Source: an optimization exercise on an open RTL-to-GDS flow (aim: small area and a short achievable clock period). Production flows keep margins and buffers that such runs may drop.
RTL that was checked went through simulation tests only; none was proved equivalent to the original.
No driver is modelled on the clock port, so clocking that relies on it looks cheaper here than on a real chip.
Power figures rest on the tool's default switching activity, not on a simulated workload.

## wallace_mult_24x24
module wallace_mult_24x24 (
  input  logic        clk,
  input  logic        rst,
  input  logic        in_valid,
  input  logic [23:0] a,
  input  logic [23:0] b,
  output logic        out_valid,
  output logic [39:0] x,
  output logic [39:0] y,
  output logic [7:0]  z
);
Size in the first run: roughly 1700 cells after synthesis, roughly 460 flip-flops, roughly 0.023 sq mm of cells after synthesis.
Settings: LEC_CHECK=0, CAP_MARGIN=20, CORE_MARGIN=2, CORE_UTILIZATION=60, CTS_BUF_LIST=sky130_fd_sc_hd__clkbuf_4 sky130_fd_sc_hd__clkbuf_8, SETUP_SLACK_MARGIN=2.0, SLEW_MARGIN=20, SYNTH_HIERARCHICAL=1, SYNTH_MINIMUM_KEEP_SIZE=0; clock period 4.0 ns.
standard.sh (not shown) runs the stock make flow with config.mk's settings and CLKGATE_MAP_FILE= SYNTH_SCRIPT=/design/flow/synth_recipe.tcl, a recipe that flattens the netlist after the stock synthesis.
==> flow/flow/run.sh <==
#!/bin/bash
# Standard ORFS layout; only the port buffers use the smallest buffer cell.
set -euo pipefail
bash standard.sh "BUFFER_PORTS_ARGS=-buffer_cell sky130_fd_sc_hd__buf_1" finish > make_finish.log 2>&1
The starting point produced a clean layout.
Rerun with:
- CTS_BUF_LIST: sky130_fd_sc_hd__clkbuf_4 sky130_fd_sc_hd__clkbuf_8 -> default
- CTS_CLUSTER_DIAMETER: default -> 100
- CTS_CLUSTER_SIZE: default -> 30
- SETUP_SLACK_MARGIN: 2.0 -> 1.9
Outcome: Worst setup slack degrades by 0.077 ns. Routed wire length is lower by 7.2%. Die area stays the same. Power is lower by 13%. Final cell count is lower by 6.8%. Maximum frequency is lower by 3.7%. Clock power is lower by 47%. Combinational power is lower by 4.1%. Clock-buffer cell count is lower by 97. Non-clock buffer count is lower by 51. Critical path depth is unchanged.
Rerun with:
==> flow/run.sh (new file) <==
#!/bin/bash
# synth_recipe.tcl (not shown) runs the flow's synth.tcl, then flattens the netlist and writes it again
# the make line also repeats each setting of config.mk as NAME=value (left out here)
make -C /OpenROAD-flow-scripts/flow DESIGN_CONFIG=/design/flow/config.mk WORK_HOME=/design/flow/orfs CLKGATE_MAP_FILE= SYNTH_SCRIPT=/design/flow/synth_recipe.tcl finish
- CORE_UTILIZATION: 60 -> 40
- CTS_CLUSTER_DIAMETER: 100 -> default
- CTS_CLUSTER_SIZE: 30 -> default
- SETUP_SLACK_MARGIN: 1.9 -> 2.0
removed: flow/flow/run.sh
removed: flow/standard.sh
Outcome: Area after synthesis does not change; total power came out higher by 18%; via count grows by 5.1%; routed wire length grows by 11%; setup slack gains 0.027 ns; global-route usage fell by 7.4 points; die area increases by 49%.


Another version of the RTL of wallace_mult_24x24 (not shown whole).
Size in the first run: ~460 flip-flops, ~140 I/O pins, roughly 23,000 sq um of cells after synthesis.
make LEC_CHECK=0 CAP_MARGIN=20 CORE_MARGIN=2 CORE_UTILIZATION=40 SLEW_MARGIN=20 finish   # period 4.0 ns
run.sh (not shown) runs the stock make flow with config.mk's settings and CLKGATE_MAP_FILE= SYNTH_SCRIPT=/design/flow/synth_recipe.tcl, a recipe that flattens the netlist after the stock synthesis.
Stock flow here: none of the scripts above is used.
Change:
- SETUP_SLACK_MARGIN: not set -> 2.0
The new run passed the timing, design-rule and antenna checks.
Power increases by a few percent.
Global-route usage stays flat.
Cell area rose by a few percent.
Utilization goes up by 3.0 points.
Clock power went up by a few percent.
Setup slack gains 0.73 ns.
Routed wire length rose by a little under a tenth.
Sequential share of layout area falls by 1.5 points.
Cell count is higher by a few percent.
No functional check of the RTL was part of any run of this note.


Setup of build 26:
Another version of the RTL of wallace_mult_24x24 (not shown whole).
Size in the first run: about 1700 cells after synthesis, roughly 420 flip-flops, about 140 I/O pins.
// wallace_mult_24x24
module wallace_mult_24x24 (
  input  logic        clk,
  input  logic        rst,
  input  logic        in_valid,
  input  logic [23:0] a,
  input  logic [23:0] b,
  output logic        out_valid,
  output logic [39:0] x,
  output logic [39:0] y,
  output logic [7:0]  z
);
  logic [23:0] a1_q;
  logic [11:0] one1_q, two1_q, neg1_q;
  logic        b23_1_q;
  logic        v1, v2, v3, v4;
  logic [24:0] bx;
  logic [11:0] one_d, two_d, neg_d;
  logic [8:0]  lo_sum;
  assign bx = {b, 1'b0};
  always_comb begin
    for (int i = 0; i < 12; i++) begin
      one_d[i] = bx[2*i+1] ^ bx[2*i];
      two_d[i] = (bx[2*i+2] & ~bx[2*i+1] & ~bx[2*i]) | (~bx[2*i+2] & bx[2*i+1] & bx[2*i]);
      neg_d[i] = bx[2*i+2];
    end
  end
  always_ff @(posedge clk) begin
    a1_q    <= a;
    one1_q  <= one_d;
    two1_q  <= two_d;
    neg1_q  <= neg_d;
    b23_1_q <= b[23];
  end
  always_ff @(posedge clk) begin
    if (rst) begin
      v1 <= 1'b0; v2 <= 1'b0; v3 <= 1'b0; v4 <= 1'b0;
    end else begin
      v1 <= in_valid; v2 <= v1; v3 <= v2; v4 <= v3;
    end
  end
  assign out_valid = v4;
  logic pp1;
  logic pp2;
  logic pp3;
  logic pp4;
  logic pp5;
  logic pp6;
  logic pp7;
  logic pp8;
  logic pp9;
  logic pp10;
  logic pp11;
  logic pp12;
  logic pp13;
  logic pp14;
  logic pp15;
  logic pp16;
  logic pp17;
  logic pp18;
  logic pp19;
  logic pp20;
  logic pp21;
  logic pp22;
  logic pp23;
  logic pp24;
  logic pp25;
  logic nneg26;
  logic pp27;
  logic pp28;
  logic pp29;
  logic pp30;
  logic pp31;
  logic pp32;
  logic pp33;
  logic pp34;
  logic pp35;
  logic pp36;
  logic pp37;
  logic pp38;
  logic pp39;
  logic pp40;
  logic pp41;
  logic pp42;
  logic pp43;
  logic pp44;
  logic pp45;
  logic pp46;
  logic pp47;
  logic pp48;
  logic pp49;
  logic pp50;
  logic pp51;
  logic nneg52;
  logic pp53;
  ...
export LEC_CHECK = 0
export CAP_MARGIN = 20
export CORE_MARGIN = 2
export CORE_UTILIZATION = 60
export CTS_CLUSTER_DIAMETER = 100
export CTS_CLUSTER_SIZE = 30
export HOLD_SLACK_MARGIN = 0.05
export SETUP_SLACK_MARGIN = 2.1
export SLEW_MARGIN = 20
export SYNTH_HIERARCHICAL = 1
export SYNTH_MINIMUM_KEEP_SIZE = 0
create_clock -name core_clock -period 4.0 [get_ports {clk}]
standard.sh (not shown) runs the stock make flow with config.mk's settings and CLKGATE_MAP_FILE= SYNTH_SCRIPT=/design/flow/synth_recipe.tcl, a recipe that flattens the netlist after the stock synthesis.
==> flow/flow/run.sh <==
#!/bin/bash
set -euo pipefail
K="BUFFER_PORTS_ARGS=-buffer_cell sky130_fd_sc_hd__buf_1"
EM="SETUP_SLACK_MARGIN=$(cat flow/early_margin.txt)"
bash standard.sh "$K" "$EM" cts > make_cts.log 2>&1
export SKEW_DB=$PWD/orfs/results/$FLOW_PLATFORM/wallace_mult_24x24/base/4_cts.odb
export SKEW_LIB=$FLOW_HOME/platforms/$FLOW_PLATFORM/lib/sky130_fd_sc_hd__tt_025C_1v80.lib
export SKEW_RC=$FLOW_HOME/platforms/$FLOW_PLATFORM/setRC.tcl
export SKEW_SDC=$PWD/orfs/results/$FLOW_PLATFORM/wallace_mult_24x24/base/4_cts.sdc
export SKEW_FLATTEN=$(cat flow/flatten.txt)
read SKEW_D2 SKEW_D3 < flow/skew.txt
export SKEW_D2 SKEW_D3
openroad -no_init -exit flow/skew.tcl > skew.log 2>&1
bash standard.sh "$K" finish > make_finish.log 2>&1
==> flow/flow/early_margin.txt <==
1.8
==> flow/flow/flatten.txt <==
1
==> flow/flow/skew.tcl <==
read_db $::env(SKEW_DB)
read_liberty $::env(SKEW_LIB)
read_sdc $::env(SKEW_SDC)
source $::env(SKEW_RC)
set_propagated_clock [all_clocks]
set db [ord::get_db]
set block [ord::get_db_block]
set sizes {sky130_fd_sc_hd__clkbuf_1 sky130_fd_sc_hd__clkbuf_2 sky130_fd_sc_hd__clkbuf_4 sky130_fd_sc_hd__clkbuf_8 sky130_fd_sc_hd__clkbuf_16}
set pre_master sky130_fd_sc_hd__clkbuf_1
set k 0

proc new_buf {master_name x y in_net} {
  global db block k
  set inst [odb::dbInst_create $block [$db findMaster $master_name] "skew_buf_$k"]
  set out [odb::dbNet_create $block "skew_net_$k"]
  $out setSigType CLOCK
  incr k
  [$inst findITerm A] connect $in_net
  [$inst findITerm X] connect $out
  $inst setLocation $x $y
  $inst setPlacementStatus PLACED
  return [list $inst $out]
}

# odb instance name -> STA clock pin of every register
set clkpin [dict create]
foreach p [get_pins -hierarchical */CLK] {
  dict set clkpin [[[sta::sta_to_db_pin $p] getInst] getName] $p
}
proc ckpin {inst} { return [dict get $::clkpin [$inst getName]] }

proc mean_arrival {insts} {
  set s 0.0; set n 0
  foreach inst $insts {
    set a [get_property [ckpin $inst] arrival_max_rise]
    set s [expr {$s + $a}]; incr n
  }
  return [expr {$s / $n}]
}

# leaf nets of the tree
set leaves {}
foreach net [$block getNets] {
  if {[$net getSigType] ne "CLOCK"} continue
  foreach it [$net getITerms] {
    if {[$it isOutputSignal] && [string match clkbuf_leaf_* [[$it getInst] getName]]} { lappend leaves $net }
  }
}

set groups {}
foreach net $leaves {
  foreach rank {r2 r3} {
    set sinks {}; set sx 0; set sy 0
    foreach it [$net getITerms] {
      set inst [$it getInst]
      if {[$it isOutputSignal]} continue
      if {[string match ${rank}_* [$inst getName]] && [[$it getMTerm] getName] eq "CLK"} {
        lappend sinks $it
        set loc [$inst getLocation]
        set sx [expr {$sx + [lindex $loc 0]}]; set sy [expr {$sy + [lindex $loc 1]}]
      }
    }
    set n [llength $sinks]
    if {$n == 0} continue
    set x [expr {int($sx / $n)}]; set y [expr {int($sy / $n)}]
    # smallest last buffer that keeps the clock-pin slew well inside the limit
    set si [expr {$n <= 3 ? 1 : ($n <= 8 ? 2 : ($n <= 16 ? 3 : 4))}]
    lassign [new_buf [lindex $sizes $si] $x $y $net] last out
    set insts {}
    foreach it $sinks { set inst [$it getInst]; lappend insts $inst; $it disconnect; $it connect $out }
    lappend groups [dict create rank $rank leaf $net insts $insts last $last si $si simin $si pre {} x $x y $y]
  }
}

set ref {}
foreach inst [$block getInsts] {
  set nm [$inst getName]
  if {[dict exists $clkpin $nm] && ![string match r2_* $nm] && ![string match r3_* $nm] && ![string match a2_* $nm] && ![string match *2_q* $nm]} { lappend ref $inst }
}
puts "reference registers (ranks 1 and 4): [llength $ref]"
for {set round 0} {$round < 14} {incr round} {
  estimate_parasitics -placement
  set base [mean_arrival $ref]
  set changed 0
  set ng {}
  foreach g $groups {
    set tgt [expr {$base + ([dict get $g rank] eq "r2" ? $::env(SKEW_D2) : $::env(SKEW_D3))}]
    set a [mean_arrival [dict get $g insts]]
    set gw 0
    foreach inst [dict get $g insts] {
      set sl [get_property [ckpin $inst] slew_max]
      if {$sl > $gw} { set gw $sl }
    }
    if {$gw > 0.105 && [dict get $g si] < 4} {
      # clock-pin slew first: a stronger last buffer, and never smaller again
      set si [expr {[dict get $g si] + 1}]
      [dict get $g last] swapMaster [$db findMaster [lindex $sizes $si]]
      dict set g si $si
      dict set g simin $si
      lappend ng $g
      set changed 1
      continue
    }
    set si [dict get $g si]
    set last [dict get $g last]
    if {$a < $tgt - 0.04} {
      if {$si > [dict get $g simin] && ($tgt - $a < 0.1 || [llength [dict get $g pre]] >= 6)} {
        incr si -1
        $last swapMaster [$db findMaster [lindex $sizes $si]]
      } elseif {[llength [dict get $g pre]] < 6} {
        # one more small buffer in front of the last one
        set in_it [$last findITerm A]
        set in_net [$in_it getNet]
        $in_it disconnect
        lassign [new_buf $::pre_master [dict get $g x] [dict get $g y] $in_net] p pout
        $in_it connect $pout
        dict lappend g pre $p
      }
      set changed 1
    } elseif {$a > $tgt + 0.04 && $si < 4} {
      incr si
      $last swapMaster [$db findMaster [lindex $sizes $si]]
      set changed 1
    }
    dict set g si $si
    lappend ng $g
  }
  set groups $ng
  if {!$changed} break
}
estimate_parasitics -placement
set base [mean_arrival $ref]
foreach g $groups {
  puts [format "group %s %-22s sinks %2d last %s pre %d  skew %.3f" [dict get $g rank] [[dict get $g leaf] getName] [llength [dict get $g insts]] [lindex $sizes [dict get $g si]] [llength [dict get $g pre]] [expr {[mean_arrival [dict get $g insts]] - $base}]]
}
puts "ranks 1 and 4 mean clock arrival $base"
set worst 0
foreach g $groups {
  set gw 0
  foreach inst [dict get $g insts] {
    set sl [get_property [ckpin $inst] slew_max]
    if {$sl > $worst} { set worst $sl }
    if {$sl > $gw} { set gw $sl }
  }
  puts "slew [dict get $g rank] [llength [dict get $g insts]] [lindex $sizes [dict get $g si]] $gw"
}
puts "worst skewed clock-pin slew $worst"
detailed_placement
check_placement -verbose
write_db $::env(SKEW_DB)
==> flow/flow/skew.txt <==
0.4 0.55
For build 2, these inputs were changed with respect to build 26:
==> flow/flow/run.sh <==
#!/bin/bash
set -euo pipefail
K="BUFFER_PORTS_ARGS=-buffer_cell sky130_fd_sc_hd__buf_1"
bash standard.sh "$K" cts > make_cts.log 2>&1
export SKEW_DB=$PWD/orfs/results/$FLOW_PLATFORM/wallace_mult_24x24/base/4_cts.odb
export SKEW_LIB=$FLOW_HOME/platforms/$FLOW_PLATFORM/lib/sky130_fd_sc_hd__tt_025C_1v80.lib
export SKEW_RC=$FLOW_HOME/platforms/$FLOW_PLATFORM/setRC.tcl
export SKEW_SDC=$PWD/orfs/results/$FLOW_PLATFORM/wallace_mult_24x24/base/4_cts.sdc
read SKEW_D2 SKEW_D3 < flow/skew.txt
export SKEW_D2 SKEW_D3
openroad -no_init -exit flow/skew.tcl > skew.log 2>&1
bash standard.sh "$K" finish > make_finish.log 2>&1
==> flow/flow/skew.txt <==
0.35 0.55
diff --git a/flow/config.mk b/flow/config.mk
--- a/flow/config.mk
+++ b/flow/config.mk
@@ -11,6 +11,5 @@
 export CTS_CLUSTER_DIAMETER = 100
 export CTS_CLUSTER_SIZE = 30
-export HOLD_SLACK_MARGIN = 0.05
-export SETUP_SLACK_MARGIN = 2.1
+export SETUP_SLACK_MARGIN = 2.0
 export SLEW_MARGIN = 20
 export SYNTH_HIERARCHICAL = 1
removed: flow/flow/early_margin.txt
removed: flow/flow/flatten.txt
### Flow results
For build 2, the timing startpoint of the critical path was a1_q[19]$_DFF_P_, unlike build 26, where it was r4_c45_0$_DFF_P_. In build 2 the cell count of the worst reg-to-reg path turned out 1 lower than in build 26. As far as placement-stage cell area is concerned, build 2 and build 26 perform about the same. Comparing build 26 and build 2, the lower critical path depth was measured on build 26. Looking at post-route minimum period across build 26 and build 2, the one that comes out higher is build 2. Delta (build 2 minus build 26): overall track demand over capacity in global routing up 1.6 points, clock transition time at the flip-flop clock pins of the worst setup and hold paths flat, final cell count up 43.
Input changes introduced in build 37 (baseline for comparison: build 2):
==> flow/flow/skew.txt <==
0.25 0.35
diff --git a/flow/config.mk b/flow/config.mk
--- a/flow/config.mk
+++ b/flow/config.mk
@@ -11,5 +11,5 @@
 export CTS_CLUSTER_DIAMETER = 100
 export CTS_CLUSTER_SIZE = 30
-export SETUP_SLACK_MARGIN = 2.0
+export SETUP_SLACK_MARGIN = 2.15
 export SLEW_MARGIN = 20
 export SYNTH_HIERARCHICAL = 1
### Flow results
Build 37 has share of total power in the clock network below what build 2 had.
Taking build 2 as the reference, in build 37 sequential share of cell area now smaller, maximum frequency now smaller.
Build 37 vs. build 2: layout sequential cell count did not really move; count of vias placed by the detailed router moved up; total power consumption of the routed design moved up.
### build 37 -> build 54
==> flow/flow/run.sh <==
#!/bin/bash
set -euo pipefail
K="BUFFER_PORTS_ARGS=-buffer_cell sky130_fd_sc_hd__buf_1"
EM="SETUP_SLACK_MARGIN=$(cat flow/early_margin.txt)"
bash standard.sh "$K" "$EM" cts > make_cts.log 2>&1
export SKEW_DB=$PWD/orfs/results/$FLOW_PLATFORM/wallace_mult_24x24/base/4_cts.odb
export SKEW_LIB=$FLOW_HOME/platforms/$FLOW_PLATFORM/lib/sky130_fd_sc_hd__tt_025C_1v80.lib
export SKEW_RC=$FLOW_HOME/platforms/$FLOW_PLATFORM/setRC.tcl
export SKEW_SDC=$PWD/orfs/results/$FLOW_PLATFORM/wallace_mult_24x24/base/4_cts.sdc
export SKEW_FLATTEN=$(cat flow/flatten.txt)
read SKEW_D2 SKEW_D3 < flow/skew.txt
export SKEW_D2 SKEW_D3
openroad -no_init -exit flow/skew.tcl > skew.log 2>&1
bash standard.sh "$K" finish > make_finish.log 2>&1
==> flow/flow/early_margin.txt (new file) <==
1.8
==> flow/flow/flatten.txt (new file) <==
0
diff --git a/flow/flow/skew.tcl b/flow/flow/skew.tcl
--- a/flow/flow/skew.tcl
+++ b/flow/flow/skew.tcl
@@ -7,5 +7,5 @@
 set block [ord::get_db_block]
 set sizes {sky130_fd_sc_hd__clkbuf_1 sky130_fd_sc_hd__clkbuf_2 sky130_fd_sc_hd__clkbuf_4 sky130_fd_sc_hd__clkbuf_8 sky130_fd_sc_hd__clkbuf_16}
-set pre_master sky130_fd_sc_hd__clkbuf_1
+set pre_master [expr {[info exists ::env(SKEW_PRE)] ? $::env(SKEW_PRE) : "sky130_fd_sc_hd__clkbuf_1"}]
 set k 0
 
@@ -37,4 +37,30 @@
   }
   return [expr {$s / $n}]
+}
+
+# Optionally drop the middle level of the tree: leaf buffers hang directly off the root net.
+if {[info exists ::env(SKEW_FLATTEN)] && $::env(SKEW_FLATTEN)} {
+  set root_inst [$block findInst clkbuf_0_clk]
+  set root_net [[$root_inst findITerm X] getNet]
+  foreach it [$root_net getITerms] {
+    set inst [$it getInst]
+    if {[$it isOutputSignal] || ![string match clkbuf_1_* [$inst getName]]} continue
+    set mid_net [[$inst findITerm X] getNet]
+    set ok 1
+    foreach s [$mid_net getITerms] {
+      if {![$s isOutputSignal] && ![string match clkbuf_leaf_* [[$s getInst] getName]]} { set ok 0 }
+    }
+    if {!$ok} continue
+    foreach s [$mid_net getITerms] {
+      if {[$s isOutputSignal]} continue
+      $s disconnect
+      $s connect $root_net
+    }
+    $it disconnect
+    [$inst findITerm X] disconnect
+    odb::dbInst_destroy $inst
+    odb::dbNet_destroy $mid_net
+    puts "removed middle clock buffer level under [$root_net getName]"
+  }
 }
 
==> flow/flow/skew.txt <==
0.42 0.6
diff --git a/flow/config.mk b/flow/config.mk
--- a/flow/config.mk
+++ b/flow/config.mk
@@ -9,7 +9,8 @@
 export CORE_MARGIN = 2
 export CORE_UTILIZATION = 60
-export CTS_CLUSTER_DIAMETER = 100
-export CTS_CLUSTER_SIZE = 30
-export SETUP_SLACK_MARGIN = 2.15
+export CTS_CLUSTER_DIAMETER = 150
+export CTS_CLUSTER_SIZE = 50
+export HOLD_SLACK_MARGIN = 0.05
+export SETUP_SLACK_MARGIN = 2.3
 export SLEW_MARGIN = 20
 export SYNTH_HIERARCHICAL = 1
==> run notes <==
Higher initial antenna violation count goes to build 37 over build 54.
Delta (build 54 minus build 37): power per cell area saw an increase, wire length on met2 saw a decrease, first-pass GRT wire length saw a decrease, static power due to leakage saw a decrease, sequential power saw an increase.
Diff build 37 -> build 54: filler cell count in the final layout now larger; global-route met3 utilization now smaller.
Taking build 37 as the reference point, the sequential share of layout area of build 54 rises by 3.4 points.
Share of post-route cells with drive strength above 1: build 54 < build 37
Comparing build 37 with build 54, the half-perimeter wire length of the detailed placement result came out essentially unchanged.
Input-level comparison between build 28 and build 54:
==> flow/flow/run.sh <==
#!/bin/bash
set -euo pipefail
K="BUFFER_PORTS_ARGS=-buffer_cell sky130_fd_sc_hd__buf_1"
bash standard.sh "$K" cts > make_cts.log 2>&1
export SKEW_DB=$PWD/orfs/results/$FLOW_PLATFORM/wallace_mult_24x24/base/4_cts.odb
export SKEW_LIB=$FLOW_HOME/platforms/$FLOW_PLATFORM/lib/sky130_fd_sc_hd__tt_025C_1v80.lib
export SKEW_RC=$FLOW_HOME/platforms/$FLOW_PLATFORM/setRC.tcl
export SKEW_SDC=$PWD/orfs/results/$FLOW_PLATFORM/wallace_mult_24x24/base/4_cts.sdc
read SKEW_D2 SKEW_D3 < flow/skew.txt
export SKEW_D2 SKEW_D3
openroad -no_init -exit flow/skew.tcl > skew.log 2>&1
bash standard.sh "$K" finish > make_finish.log 2>&1
diff --git a/flow/flow/skew.tcl b/flow/flow/skew.tcl
--- a/flow/flow/skew.tcl
+++ b/flow/flow/skew.tcl
@@ -7,5 +7,5 @@
 set block [ord::get_db_block]
 set sizes {sky130_fd_sc_hd__clkbuf_1 sky130_fd_sc_hd__clkbuf_2 sky130_fd_sc_hd__clkbuf_4 sky130_fd_sc_hd__clkbuf_8 sky130_fd_sc_hd__clkbuf_16}
-set pre_master [expr {[info exists ::env(SKEW_PRE)] ? $::env(SKEW_PRE) : "sky130_fd_sc_hd__clkbuf_1"}]
+set pre_master sky130_fd_sc_hd__clkbuf_1
 set k 0
 
@@ -37,30 +37,4 @@
   }
   return [expr {$s / $n}]
-}
-
-# Optionally drop the middle level of the tree: leaf buffers hang directly off the root net.
-if {[info exists ::env(SKEW_FLATTEN)] && $::env(SKEW_FLATTEN)} {
-  set root_inst [$block findInst clkbuf_0_clk]
-  set root_net [[$root_inst findITerm X] getNet]
-  foreach it [$root_net getITerms] {
-    set inst [$it getInst]
-    if {[$it isOutputSignal] || ![string match clkbuf_1_* [$inst getName]]} continue
-    set mid_net [[$inst findITerm X] getNet]
-    set ok 1
-    foreach s [$mid_net getITerms] {
-      if {![$s isOutputSignal] && ![string match clkbuf_leaf_* [[$s getInst] getName]]} { set ok 0 }
-    }
-    if {!$ok} continue
-    foreach s [$mid_net getITerms] {
-      if {[$s isOutputSignal]} continue
-      $s disconnect
-      $s connect $root_net
-    }
-    $it disconnect
-    [$inst findITerm X] disconnect
-    odb::dbInst_destroy $inst
-    odb::dbNet_destroy $mid_net
-    puts "removed middle clock buffer level under [$root_net getName]"
-  }
 }
 
@@ -105,5 +79,5 @@
 }
 puts "reference registers (ranks 1 and 4): [llength $ref]"
-for {set round 0} {$round < 14} {incr round} {
+for {set round 0} {$round < 10} {incr round} {
   estimate_parasitics -placement
   set base [mean_arrival $ref]
@@ -131,8 +105,8 @@
     set last [dict get $g last]
     if {$a < $tgt - 0.04} {
-      if {$si > [dict get $g simin] && ($tgt - $a < 0.1 || [llength [dict get $g pre]] >= 6)} {
+      if {$si > [dict get $g simin]} {
         incr si -1
         $last swapMaster [$db findMaster [lindex $sizes $si]]
-      } elseif {[llength [dict get $g pre]] < 6} {
+      } elseif {[llength [dict get $g pre]] < 3} {
         # one more small buffer in front of the last one
         set in_it [$last findITerm A]
==> flow/flow/skew.txt <==
0.25 0.35
diff --git a/flow/config.mk b/flow/config.mk
--- a/flow/config.mk
+++ b/flow/config.mk
@@ -9,8 +9,7 @@
 export CORE_MARGIN = 2
 export CORE_UTILIZATION = 60
-export CTS_CLUSTER_DIAMETER = 150
-export CTS_CLUSTER_SIZE = 50
-export HOLD_SLACK_MARGIN = 0.05
-export SETUP_SLACK_MARGIN = 2.3
+export CTS_CLUSTER_DIAMETER = 100
+export CTS_CLUSTER_SIZE = 30
+export SETUP_SLACK_MARGIN = 2.0
 export SLEW_MARGIN = 20
 export SYNTH_HIERARCHICAL = 1
removed: flow/flow/early_margin.txt
removed: flow/flow/flatten.txt
--- outcome ---
Build 28 vs build 54, total power went up by 0.82%. Build 28 vs. build 54: first-pass GRT wire length +5.6%; area of combinational cells with multiple inputs roughly the same; flip-flop and latch share of the layout cell area saw a decrease; detailed-route wire length per cell about even; sequential cell area in the final layout decreased about 0.45%. In build 28, the clock-buffer cell count came out 6 above the value in build 54. Summary of the comparison: proportion of final cell area spent on non-clock buffers is lower in build 28, relative to build 54.
Input-level comparison between build 52 and build 28:
==> flow/flow/run.sh <==
#!/bin/bash
set -euo pipefail
K="BUFFER_PORTS_ARGS=-buffer_cell sky130_fd_sc_hd__buf_1"
EM="SETUP_SLACK_MARGIN=$(cat flow/early_margin.txt)"
bash standard.sh "$K" "$EM" cts > make_cts.log 2>&1
export SKEW_DB=$PWD/orfs/results/$FLOW_PLATFORM/wallace_mult_24x24/base/4_cts.odb
export SKEW_LIB=$FLOW_HOME/platforms/$FLOW_PLATFORM/lib/sky130_fd_sc_hd__tt_025C_1v80.lib
export SKEW_RC=$FLOW_HOME/platforms/$FLOW_PLATFORM/setRC.tcl
export SKEW_SDC=$PWD/orfs/results/$FLOW_PLATFORM/wallace_mult_24x24/base/4_cts.sdc
export SKEW_FLATTEN=$(cat flow/flatten.txt)
read SKEW_D2 SKEW_D3 < flow/skew.txt
export SKEW_D2 SKEW_D3
openroad -no_init -exit flow/skew.tcl > skew.log 2>&1
bash standard.sh "$K" finish > make_finish.log 2>&1
==> flow/flow/early_margin.txt (new file) <==
1.8
==> flow/flow/flatten.txt (new file) <==
1
diff --git a/flow/flow/skew.tcl b/flow/flow/skew.tcl
--- a/flow/flow/skew.tcl
+++ b/flow/flow/skew.tcl
@@ -79,5 +79,5 @@
 }
 puts "reference registers (ranks 1 and 4): [llength $ref]"
-for {set round 0} {$round < 10} {incr round} {
+for {set round 0} {$round < 14} {incr round} {
   estimate_parasitics -placement
   set base [mean_arrival $ref]
@@ -105,8 +105,8 @@
     set last [dict get $g last]
     if {$a < $tgt - 0.04} {
-      if {$si > [dict get $g simin]} {
+      if {$si > [dict get $g simin] && ($tgt - $a < 0.1 || [llength [dict get $g pre]] >= 6)} {
         incr si -1
         $last swapMaster [$db findMaster [lindex $sizes $si]]
-      } elseif {[llength [dict get $g pre]] < 3} {
+      } elseif {[llength [dict get $g pre]] < 6} {
         # one more small buffer in front of the last one
         set in_it [$last findITerm A]
==> flow/flow/skew.txt <==
0.4 0.55
diff --git a/flow/config.mk b/flow/config.mk
--- a/flow/config.mk
+++ b/flow/config.mk
@@ -8,8 +8,9 @@
 export CAP_MARGIN = 20
 export CORE_MARGIN = 2
-export CORE_UTILIZATION = 60
+export CORE_UTILIZATION = 70
 export CTS_CLUSTER_DIAMETER = 100
 export CTS_CLUSTER_SIZE = 30
-export SETUP_SLACK_MARGIN = 2.0
+export HOLD_SLACK_MARGIN = 0.05
+export SETUP_SLACK_MARGIN = 2.2
 export SLEW_MARGIN = 20
 export SYNTH_HIERARCHICAL = 1
Findings:
Having completed the whole flow, build 52 delivered a layout that passed the timing, design-rule and antenna checks. Diff build 28 -> build 52: post-route minimum period lower; number of sequential storage elements did not really move; register-to-register slack went up by 0.12 ns. On build 52: final critical-path share of the clock period is 3.0 points lower than what build 28 gave. Summary of build 52 over build 28: growth of design area from synthesis to finish went down 4.1 points; required time at the worst-slack endpoint picked up an extra 0.29 ns; proportion of cell area occupied by registers went up by 1.4 points; flip-flop and latch area has remained practically unchanged. Routed wire in build 52 totals less than in build 28.

## separate check: timing with driven ports
No port has a modelled driver above. Below, the same layouts with a new extraction and two added sets of constraints. Step 1 assumes that a clkbuf_16 drives the clock port and a buf_2 every other input. Step 2, shift: input delay + t, output delay - t, t = (earliest + latest rising clock arrival at the registers) / 2. This alone moves slack from input paths to output paths. a / b / c = no drivers / after step 1 / after step 2; a / b = the first two.
run | t, ns | slack for setup (ns) | worst setup path after step 2 | clock arrival spread, ns | pins driven straight from the clock port
the first run of note 1 | 0.704 | 2.002 / 2.002 / 2.002 | register to register | 0.039 / 0.040 | 1
the second run of note 1 | 0.607 | 1.925 / 1.925 / 1.925 | register to register | 0.036 / 0.037 | 1
the third run of note 1 | 0.651 | 1.952 / 1.952 / 1.952 | register to register | 0.034 / 0.033 | 1
the first run of note 2 | 0.649 | 1.234 / 1.234 / 1.234 | register to register | 0.031 / 0.031 | 1
the second run of note 2 | 0.666 | 1.963 / 1.963 / 1.963 | register to register | 0.033 / 0.034 | 1
build 26 | 0.888 | 2.177 / 2.122 / 2.193 | register to register | 0.695 / 0.694 | 1
build 2 | 0.924 | 2.160 / 2.109 / 2.160 | register to register | 0.767 / 0.766 | 1
build 37 | 0.784 | 2.023 / 2.023 / 2.023 | register to register | 0.477 / 0.477 | 1
build 54 | 0.893 | 2.184 / 2.177 / 2.184 | register to register | 0.755 / 0.756 | 1
build 28 | 0.773 | 2.072 / 2.072 / 2.072 | register to register | 0.472 / 0.472 | 1
build 52 | 0.891 | 2.191 / 2.165 / 2.191 | register to register | 0.697 / 0.697 | 1
Clock arrivals are far apart in 6 of these runs, so t is only a midpoint there and step 2 fits no single register.
